What follows belongs to an exercise in optimizing a design on an open flow for small area and few clock cycles; a production flow would make more cautious choices. The RTL was checked by simulation tests, not by an equivalence proof against the original design. Power is estimated from default activity; no workload was simulated.

File: flow/config.mk
export PLATFORM = sky130hd
export DESIGN_NAME = ignition_power_supervisor
export DESIGN_NICKNAME = ignition_power_supervisor
export VERILOG_FILES = /design/flow/design.v
export SDC_FILE = /design/flow/constraint.sdc
export NUM_CORES = 4
export LEC_CHECK = 0
export CAP_MARGIN = 20
export CORE_MARGIN = 2
export CORE_UTILIZATION = 40
export SLEW_MARGIN = 20
File: flow/design.v
package ips_pkg;
  localparam int CFG_W       = 24;
  localparam int NUM_CFG     = 8;
  localparam int CFG_IDX_W   = 3;
  localparam int IN_TDATA_W  = 40;
  localparam int IN_TUSER_W  = 2;
  localparam int OUT_TDATA_W = 8;
  typedef logic [CFG_W-1:0]     cfg_word_t;
  typedef logic [CFG_IDX_W-1:0] cfg_idx_t;
  localparam cfg_idx_t CFG_IGNITION_STABLE = 3'd0;
  localparam cfg_idx_t CFG_CRANK_GRACE     = 3'd1;
  localparam cfg_idx_t CFG_BUS_IDLE_SLEEP  = 3'd2;
  localparam cfg_idx_t CFG_SCREEN_ON_DELAY = 3'd3;
  localparam cfg_idx_t CFG_IGNITION_LOSS   = 3'd4;
  localparam cfg_idx_t CFG_SHUTDOWN_PULSE  = 3'd5;
  localparam cfg_idx_t CFG_SHUTDOWN_GAP    = 3'd6;
  localparam cfg_idx_t CFG_POWERDOWN_WAIT  = 3'd7;
  localparam logic [NUM_CFG*CFG_W-1:0] CFG_RESET = {
    24'd20000, 24'd500, 24'd500, 24'd2000,
    24'd2000, 24'd30000, 24'd3000, 24'd500
  };
  typedef enum logic [2:0] {
    MODE_WAIT    = 3'd0,
    MODE_RUN     = 3'd1,
    MODE_PULSE1  = 3'd2,
    MODE_GAP1    = 3'd3,
    MODE_PULSE2  = 3'd4,
    MODE_GAP2    = 3'd5,
    MODE_PDOWN   = 3'd6,
    MODE_SLEEP   = 3'd7
  } ips_mode_t;
  typedef enum logic [1:0] {
    OP_TICK     = 2'd0,
    OP_IGNITION = 2'd1,
    OP_BUS      = 2'd2,
    OP_RESET    = 2'd3
  } ips_op_t;
  typedef struct packed {
    ips_op_t     opcode;
    logic        ignition_on;
    logic        keep_dcdc_on;
    logic [31:0] now_ms;
  } ips_item_t;
  typedef struct packed {
    logic      dcdc_relay;
    logic      shutdown_relay;
    logic      screen_visible;
    ips_mode_t mode;
  } ips_result_t;
endpackage
import ips_pkg::*;
module ips_fsm #(
  parameter int IGNITION_GAP_RESET_MS = 1000,
  parameter int TIME_BITS             = 32
) (
  input  logic               clk,
  input  logic               rst,
  input  logic               step,
  input  ips_pkg::ips_item_t item,
  input  logic [ips_pkg::NUM_CFG-1:0][ips_pkg::CFG_W-1:0] cfg,
  output ips_pkg::ips_result_t result
);
  localparam int CMP_W = (TIME_BITS > CFG_W) ? TIME_BITS : CFG_W;
  ips_pkg::ips_mode_t mode, mode_next;
  logic [TIME_BITS-1:0] on_since, on_since_next;
  logic [TIME_BITS-1:0] on_last_seen, on_last_seen_next;
  logic [TIME_BITS-1:0] off_since, off_since_next;
  logic [TIME_BITS-1:0] running_since, running_since_next;
  logic [TIME_BITS-1:0] grace_start, grace_start_next;
  logic [TIME_BITS-1:0] phase_start, phase_start_next;
  logic [TIME_BITS-1:0] shutdown_start, shutdown_start_next;
  logic [TIME_BITS-1:0] last_bus_frame, last_bus_frame_next;
  logic on_pend, on_pend_next;
  logic off_pend, off_pend_next;
  logic run_act, run_act_next;
  logic dcdc, dcdc_next;
  logic scr_pend, scr_pend_next;
  logic cut, cut_next;
  logic shut, shut_next;
  function automatic logic elapsed(logic [TIME_BITS-1:0] t, logic [ips_pkg::CFG_W-1:0] d,
                                   logic [TIME_BITS-1:0] now_t);
    logic [TIME_BITS-1:0] diff;
    logic [CMP_W-1:0] diff_w;
    logic [CMP_W-1:0] lim_w;
    diff   = now_t - t;
    diff_w = diff;
    lim_w  = d;
    elapsed = (diff_w >= lim_w);
  endfunction
  function automatic logic gap_over(logic [TIME_BITS-1:0] t, logic [TIME_BITS-1:0] now_t);
    logic [TIME_BITS-1:0] diff;
    logic [CMP_W-1:0] diff_w;
    logic [CMP_W-1:0] lim_w;
    diff   = now_t - t;
    diff_w = diff;
    lim_w  = IGNITION_GAP_RESET_MS;
    gap_over = (diff_w > lim_w);
  endfunction
  always_comb begin
    logic [TIME_BITS-1:0] now_t;
    logic  grace;
    logic  busy;
    logic  asleep;
    now_t  = item.now_ms;
    grace  = 1'b0;
    busy   = 1'b0;
    asleep = 1'b0;
    mode_next           = mode;
    on_since_next       = on_since;
    on_last_seen_next   = on_last_seen;
    off_since_next      = off_since;
    running_since_next  = running_since;
    grace_start_next    = grace_start;
    phase_start_next    = phase_start;
    shutdown_start_next = shutdown_start;
    last_bus_frame_next = last_bus_frame;
    on_pend_next        = on_pend;
    off_pend_next       = off_pend;
    run_act_next        = run_act;
    dcdc_next           = dcdc;
    scr_pend_next       = scr_pend;
    cut_next            = cut;
    shut_next           = shut;
    case (item.opcode)
      OP_TICK: begin
        grace = (mode == MODE_RUN) && !elapsed(grace_start, cfg[CFG_CRANK_GRACE], now_t);
        busy  = on_pend || off_pend || run_act || (mode == MODE_RUN);
        if (mode == MODE_WAIT && !busy && last_bus_frame != '0 &&
            elapsed(last_bus_frame, cfg[CFG_BUS_IDLE_SLEEP], now_t)) begin
          mode_next           = MODE_SLEEP;
          run_act_next        = 1'b0;
          dcdc_next           = !cut;
          scr_pend_next       = 1'b0;
          on_pend_next        = 1'b0;
          on_since_next       = '0;
          on_last_seen_next   = '0;
          off_pend_next       = 1'b0;
          off_since_next      = '0;
          running_since_next  = '0;
          grace_start_next    = '0;
          phase_start_next    = '0;
          shutdown_start_next = '0;
          cut_next            = 1'b0;
          last_bus_frame_next = now_t;
          shut_next           = 1'b0;
        end
        asleep = (mode_next == MODE_SLEEP);
        if (!asleep) begin
          if (on_pend_next && on_last_seen_next != '0 &&
              gap_over(on_last_seen_next, now_t)) begin
            on_pend_next      = 1'b0;
            on_since_next     = '0;
            on_last_seen_next = '0;
            off_pend_next     = 1'b0;
            off_since_next    = '0;
          end
          case (mode_next)
            MODE_WAIT: begin
              if (on_pend_next &&
                  elapsed(on_since_next, cfg[CFG_IGNITION_STABLE], now_t)) begin
                mode_next          = MODE_RUN;
                run_act_next       = 1'b1;
                dcdc_next          = 1'b1;
                cut_next           = 1'b0;
                running_since_next = now_t;
                grace_start_next   = now_t;
                scr_pend_next      = 1'b1;
                on_pend_next       = 1'b0;
                on_since_next      = '0;
                off_pend_next      = 1'b0;
                off_since_next     = '0;
              end
            end
            MODE_RUN: begin
              if (scr_pend_next &&
                  elapsed(running_since_next, cfg[CFG_SCREEN_ON_DELAY], now_t)) begin
                scr_pend_next = 1'b0;
                if (off_pend_next && off_since_next == '0 && !grace) begin
                  off_since_next = now_t;
                end
              end else if (!scr_pend_next && off_pend_next && !grace) begin
                if (off_since_next == '0) begin
                  off_since_next = now_t;
                end
                if (elapsed(off_since_next, cfg[CFG_IGNITION_LOSS], now_t)) begin
                  mode_next           = MODE_PULSE1;
                  run_act_next        = 1'b0;
                  scr_pend_next       = 1'b0;
                  shut_next           = 1'b1;
                  cut_next            = 1'b0;
                  shutdown_start_next = now_t;
                  phase_start_next    = now_t;
                end
              end
            end
            MODE_PULSE1: begin
              if (elapsed(phase_start, cfg[CFG_SHUTDOWN_PULSE], now_t)) begin
                shut_next        = 1'b0;
                mode_next        = MODE_GAP1;
                phase_start_next = now_t;
              end
            end
            MODE_GAP1: begin
              if (elapsed(phase_start, cfg[CFG_SHUTDOWN_GAP], now_t)) begin
                shut_next        = 1'b1;
                mode_next        = MODE_PULSE2;
                phase_start_next = now_t;
              end
            end
            MODE_PULSE2: begin
              if (elapsed(phase_start, cfg[CFG_SHUTDOWN_PULSE], now_t)) begin
                shut_next        = 1'b0;
                mode_next        = MODE_GAP2;
                phase_start_next = now_t;
              end
            end
            MODE_GAP2: begin
              if (elapsed(phase_start, cfg[CFG_SHUTDOWN_GAP], now_t)) begin
                cut_next         = 1'b1;
                mode_next        = MODE_PDOWN;
                phase_start_next = now_t;
              end
            end
            MODE_PDOWN: begin
              if (elapsed(shutdown_start, cfg[CFG_POWERDOWN_WAIT], now_t)) begin
                mode_next           = MODE_WAIT;
                run_act_next        = 1'b0;
                dcdc_next           = !cut;
                scr_pend_next       = 1'b0;
                on_pend_next        = 1'b0;
                on_since_next       = '0;
                on_last_seen_next   = '0;
                off_pend_next       = 1'b0;
                off_since_next      = '0;
                running_since_next  = '0;
                grace_start_next    = '0;
                phase_start_next    = '0;
                shutdown_start_next = '0;
                cut_next            = 1'b0;
                last_bus_frame_next = now_t;
                shut_next           = 1'b0;
              end
            end
            default: begin
            end
          endcase
        end
      end
      OP_IGNITION: begin
        if (item.ignition_on) begin
          if (mode != MODE_RUN && mode != MODE_WAIT) begin
            shut_next           = 1'b0;
            mode_next           = MODE_WAIT;
            run_act_next        = 1'b0;
            dcdc_next           = 1'b1;
            scr_pend_next       = 1'b0;
            cut_next            = 1'b0;
            on_pend_next        = 1'b1;
            on_since_next       = now_t;
            on_last_seen_next   = now_t;
            running_since_next  = '0;
            grace_start_next    = '0;
            phase_start_next    = '0;
            shutdown_start_next = '0;
          end
          if (!on_pend_next || on_last_seen_next == '0 ||
              gap_over(on_last_seen_next, now_t)) begin
            on_pend_next  = 1'b1;
            on_since_next = now_t;
          end
          on_last_seen_next = now_t;
          off_pend_next     = 1'b0;
          off_since_next    = '0;
        end else begin
          on_pend_next      = 1'b0;
          on_since_next     = '0;
          on_last_seen_next = '0;
          off_pend_next     = 1'b1;
          if (!scr_pend && off_since == '0) begin
            off_since_next = now_t;
          end
        end
      end
      OP_BUS: begin
        last_bus_frame_next = now_t;
      end
      default: begin
        mode_next           = MODE_WAIT;
        run_act_next        = 1'b0;
        dcdc_next           = item.keep_dcdc_on || !cut;
        scr_pend_next       = 1'b0;
        on_pend_next        = 1'b0;
        on_since_next       = '0;
        on_last_seen_next   = '0;
        off_pend_next       = 1'b0;
        off_since_next      = '0;
        running_since_next  = '0;
        grace_start_next    = '0;
        phase_start_next    = '0;
        shutdown_start_next = '0;
        cut_next            = 1'b0;
        last_bus_frame_next = now_t;
        shut_next           = 1'b0;
      end
    endcase
  end
  always_ff @(posedge clk) begin
    if (rst) begin
      mode           <= MODE_WAIT;
      on_since       <= '0;
      on_last_seen   <= '0;
      off_since      <= '0;
      running_since  <= '0;
      grace_start    <= '0;
      phase_start    <= '0;
      shutdown_start <= '0;
      last_bus_frame <= '0;
      on_pend        <= 1'b0;
      off_pend       <= 1'b0;
      run_act        <= 1'b0;
      dcdc           <= 1'b0;
      scr_pend       <= 1'b0;
      cut            <= 1'b0;
      shut           <= 1'b0;
    end else if (step) begin
      mode           <= mode_next;
      on_since       <= on_since_next;
      on_last_seen   <= on_last_seen_next;
      off_since      <= off_since_next;
      running_since  <= running_since_next;
      grace_start    <= grace_start_next;
      phase_start    <= phase_start_next;
      shutdown_start <= shutdown_start_next;
      last_bus_frame <= last_bus_frame_next;
      on_pend        <= on_pend_next;
      off_pend       <= off_pend_next;
      run_act        <= run_act_next;
      dcdc           <= dcdc_next;
      scr_pend       <= scr_pend_next;
      cut            <= cut_next;
      shut           <= shut_next;
    end
  end
  assign result.dcdc_relay     = dcdc_next;
  assign result.shutdown_relay = shut_next;
  assign result.screen_visible = (mode_next == MODE_RUN) && !scr_pend_next;
  assign result.mode           = mode_next;
endmodule
import ips_pkg::*;
module ignition_power_supervisor #(
  parameter int IGNITION_GAP_RESET_MS = 1000,
  parameter int TIME_BITS             = 32
) (
  input  logic                             clk,
  input  logic                             rst,
  input  logic                             s_tvalid,
  output logic                             s_tready,
  input  logic [ips_pkg::IN_TDATA_W-1:0]   s_tdata,    
  input  logic [ips_pkg::IN_TUSER_W-1:0]   s_tuser,    
  output logic                             m_tvalid,
  input  logic                             m_tready,
  output logic [ips_pkg::OUT_TDATA_W-1:0]  m_tdata,    
  input  logic                             cfg_valid,
  output logic                             cfg_ready,
  input  ips_pkg::cfg_idx_t                cfg_index,
  input  ips_pkg::cfg_word_t               cfg_data
);
  logic [ips_pkg::NUM_CFG-1:0][ips_pkg::CFG_W-1:0] cfg;
  ips_pkg::ips_item_t   in_item;
  logic        in_valid;
  ips_pkg::ips_result_t out_res;
  logic        out_valid;
  ips_pkg::ips_result_t res_next;
  logic        advance;
  assign cfg_ready = 1'b1;
  always_ff @(posedge clk) begin
    if (rst) begin
      for (int i = 0; i < NUM_CFG; i++) begin
        cfg[i] <= CFG_RESET[i*CFG_W +: CFG_W];
      end
    end else if (cfg_valid) begin
      cfg[cfg_index] <= cfg_data;
    end
  end
  assign advance  = in_valid && (!out_valid || m_tready);
  assign s_tready = !in_valid || advance;
  always_ff @(posedge clk) begin
    if (rst) begin
      in_valid <= 1'b0;
    end else if (s_tvalid && s_tready) begin
      in_valid <= 1'b1;
    end else if (advance) begin
      in_valid <= 1'b0;
    end
  end
  always_ff @(posedge clk) begin
    if (s_tvalid && s_tready) begin
      in_item.opcode       <= ips_pkg::ips_op_t'(s_tuser);
      in_item.ignition_on  <= s_tdata[0];
      in_item.keep_dcdc_on <= s_tdata[1];
      in_item.now_ms       <= s_tdata[33:2];
    end
  end
  ips_fsm #(
    .IGNITION_GAP_RESET_MS (IGNITION_GAP_RESET_MS),
    .TIME_BITS             (TIME_BITS)
  ) u_fsm (
    .clk    (clk),
    .rst    (rst),
    .step   (advance),
    .item   (in_item),
    .cfg    (cfg),
    .result (res_next)
  );
  always_ff @(posedge clk) begin
    if (rst) begin
      out_valid <= 1'b0;
    end else if (advance) begin
      out_valid <= 1'b1;
    end else if (m_tready) begin
      out_valid <= 1'b0;
    end
  end
  always_ff @(posedge clk) begin
    if (advance) begin
      out_res <= res_next;
    end
  end
  assign m_tvalid = out_valid;
  assign m_tdata  = {2'b00, out_res.mode, out_res.screen_visible,
                     out_res.shutdown_relay, out_res.dcdc_relay};
endmodule
File: flow/constraint.sdc
create_clock -name core_clock -period 15.0 [get_ports {clk}]
set_input_delay 3.0000 -clock core_clock [delete_from_list [all_inputs] [get_ports {clk}]]
set_output_delay 3.0000 -clock core_clock [all_outputs]
set_load 0.01 [all_outputs]
File: flow/run.sh
#!/bin/bash
# synth_recipe.tcl (not shown) runs the flow's synth.tcl, then flattens the netlist and writes it again
# the make line also repeats each setting of config.mk as NAME=value (left out here)
make -C /OpenROAD-flow-scripts/flow DESIGN_CONFIG=/design/flow/config.mk WORK_HOME=/design/flow/orfs CLKGATE_MAP_FILE= SYNTH_SCRIPT=/design/flow/synth_recipe.tcl finish
==> results.txt <==
status: finished clean
DR iter-0 viols: 4373
sequential area share after synthesis: 24.9%
GR Layer Usage met1: 39.3%
number of max-cap violations: 0
GRT overflow: 0
Clock Skews: 0.0275 ns
Core Footprint: 0.104 mm²
FF-to-FF path depth: 64
Pwr Density: 93.0 mW/mm²
clock buffer depth: 3
Synth area leader: dfxtp_1
I/O Pins: 85
Post-Syn Area: 0.0420 mm²
VDD IR max: 0.0900 mV
Hold Path Class: flip-flop to flip-flop
ant diodes: 0
initial antenna violation count: 9
Finished Cell Area: 0.0468 mm²
most common cell after layout, fill and taps aside: nor2_1
M2 GR Usage: 43.2%
vias per cell: 6.07
die width: 328 µm
first-pass GRT wire length: 236000 µm
Critical Path Start: in_item[0]
gr usage total: 28.3%
RSZ-0062 raised after global routing: no
FF+latch count, synth: 502
Syn Inst Count: 5489
LEAKAGE: 18.2 nW
share of synthesized registers carrying an async set or reset: 0%
CP peak stage delay: 0.51 ns
Worst Tran Pin Value: 1.19 ns
largest net degree at the start of global routing: 85
Final Hold Fails: 0
Cell variety after synth: 102
Most Used Layer, Global Route: met2
Die Ht: 328 µm
slew margin rel.: 20.6%
Post-Route WL: 159000 µm
ys flop type: dfxtp_1
cell mode on critical path: buf_4
iteration count of the initial detailed-routing pass: 6
Cell Rows: 118
Clock Pin Slew Worst Setup and Hold Paths: 0.06 ns
synthesis-to-layout area growth: 11.3%
hold path depth: 2
Port Buf Inserts: 75
FF-to-FF End: out_res[3]
post-synthesis average cell area: 7.66 µm²
dpl hpwl: 118000 µm
Clk Latency, worst-skew pair: 0.67 ns
worst setup path class: flip-flop to flip-flop
WP data required: 15.46 ns
endpoints failing setup: 0
GP Congestion: 0.964
Ys Warns: 2
CP Launch Type: flip-flop
met3 global-route usage: 4.13%
critical path's slowest cell: or4_4
layout cell share with drive strength beyond 1: 5.71%
WP data arrival: 14.60 ns
routed len/inst: 22.9 µm
FILL cells: 10498
H-tree Lvls: 2
CP Capture Type: flip-flop
Max Slew Vio Count: 0
Starting Density: 40.5%
Root Buffer: clkbuf_16
fin crit period: 14.14 ns
Routed Antenna Nets: 0
area post-placement: 0.0446 mm²
FMAX: 0.0707 GHz
CTS Hold Bufs: 0
TNS Setup: 0 ns
Synth top area share: 21.9%
reg2reg start: in_item[0]
most frequent cells in the layout: 560 x nor2_1, 527 x nand2_1, 516 x a21oi_1
# DRC: 0
final period utilization: 94.3%
Worst setup endpoint: out_res[3]
Nets: 6061
CTS Buf Count: 59
register-to-register setup slack: 0.86 ns
Worst Path Max Fanout: 15
die area: 0.108 mm²
Vias: 42036
Post-synth EDFFs: 42
CTS tree: yes
Sink Count: 502
vias in the first global route: 38636
top cells by area, synth: dfxtp_1 22%, ha_1 14%, a21oi_1 6.2%
stage by stage:
step           util [%]  setup slack, ns  hold WS, ns  cells  power (mW)
6_report           45.1            0.857        0.452   6928        4.35
5_1_grt            45.1           0.0220        0.468   6928        4.56
4_1_cts            44.9            0.268        0.453   6921        4.34
3_5_place_dp       43.0            0.314        0.445   6810        2.77
3_3_place_gp       42.9            0.412        0.441   6809        2.76
2_1_floorplan         -            0.580        0.422   5490        2.35
sequential cells by signal, summed over array words and instances, names as in the netlist:
signal and count:
u_fsm.phase_start 32, u_fsm.shut 1, u_fsm.off_since 32, cfg 192, u_fsm.scr_pend 1, u_fsm.last_bus_frame 32, in_valid 1, u_fsm.run_act 1
u_fsm.running_since 32, u_fsm.cut 1, u_fsm.on_last_seen 32, u_fsm.on_pend 1, u_fsm.shutdown_start 32, out_res 6, u_fsm.mode 3, u_fsm.off_pend 1
in_item 36, u_fsm.grace_start 32, u_fsm.on_since 32, out_valid 1, u_fsm.dcdc 1
critical path: cells and delay by family (launching register included):
kind / cells / cell delay, ns
buffers and inverters: 8 / 1.38
AOI/OAI and AO/OA: 26 / 5.46
and+or+nand+nor: 22 / 4.40
xor gates and xnor gates: 2 / 0.35
adders and majority gates: 6 / 1.89
DFF: 1 / 0.43
repair_timing:
item,CTS,global route
endpoints found under the setup margin,0,206
resized for setup,0,16
buffers inserted,0,6
final cells by class:
cell class	count	area (µm²)	area share, %
Tap cell	1380	1730	3.69
Timing Repair Buffer	206	1820	3.90
Inverter	427	1600	3.43
Sequential cell	502	10500	22.4
Clock buffer	80	1630	3.47
Clock inverter	31	432	0.923
Multi-Input combinational cell	4302	29100	62.2
cell usage after synthesis (61+ instances only):
master,instances
nand2b_1,63
a21oi_1,521
clkbuf_1,222
dfxtp_1,460
nor3_1,84
ha_1,479
nand4_1,65
o21ai_0,260
inv_1,424
mux2i_1,83
a21o_1,150
a22o_1,64
nor2_1,561
xor2_1,61
nand2_1,529
xnor2_1,112
a22oi_1,199
nor2b_1,65
nand3_1,117
o21a_1,71
a211oi_1,62
power by group:
part	internal [mW]	switching [mW]	leakage, nW	total, mW
sequential	1.39	0.0286	4.13	1.42
clock	0.930	0.637	1.01	1.57
combinational	0.496	0.874	13.1	1.37
total	2.81	1.54	18.2	4.35
metal layers:
| layer | share of wire (%) | up-vias |
|---|---|---|
| met4 | 5.1 | 2 |
| met5 | 0.0082 | - |
| met3 | 7.9 | 318 |
| li1 | - | 20123 |
| met2 | 42 | 1586 |
| met1 | 45 | 20007 |
cell families (layout without fill, tap and decap cells):
group / after synthesis / after routing / share of synthesized area [%]
flip-flops: 502 / 502 / 24.9
AND/OR/NAND/NOR: 1719 / 1719 / 18.9
adder cells (fa/ha/maj): 489 / 489 / 14.7
AO/OA/AOI/OAI: 1834 / 1834 / 29.6
multiplexers: 84 / 84 / 2.00
buffers and inverters: 686 / 744 / 6.24
XOR/XNOR: 173 / 173 / 3.61
other: 2 / 3 / 0.0179
worst min path at each step:
stage	start	to
after CTS	u_fsm.running_since[0]	u_fsm.running_since[0]
after detailed placement	u_fsm.running_since[0]	u_fsm.running_since[0]
after global routing	u_fsm.running_since[11]	u_fsm.running_since[11]
after floorplan	cfg[8]	cfg[8]
final	u_fsm.running_since[0]	u_fsm.running_since[0]
after global placement	u_fsm.phase_start[16]	u_fsm.phase_start[16]
Testbench counts, summed over its fixed seeds: cycles 36,032.

-- static timing again, ports no longer ideal --
The flow's constraints put no driver on any port. The routed layout listed below was extracted and timed again, unchanged, in two steps.
Step 1 assumes that a clkbuf_16 drives the clock port and a buf_2 every other input.
Step 2, shift: input delay + t, output delay - t, t = (earliest + latest rising clock arrival at the registers) / 2. This alone moves slack from input paths to output paths.
Slacks: ideal ports / drivers / drivers and shift; pairs: ideal ports / drivers.
shift t [ns]: 0.718
setup slack, ns: 0.857 / 0.857 / 0.857
hold slack, ns: 0.452 / 0.452 / 0.452
worst setup path after step 2: register to register
worst register clock-pin slew, ns: 0.07 / 0.07
After both steps setup and hold are still met in this run. The setup slack of this run moves by 0.000 ns with the drivers and by 0.000 ns with both steps.
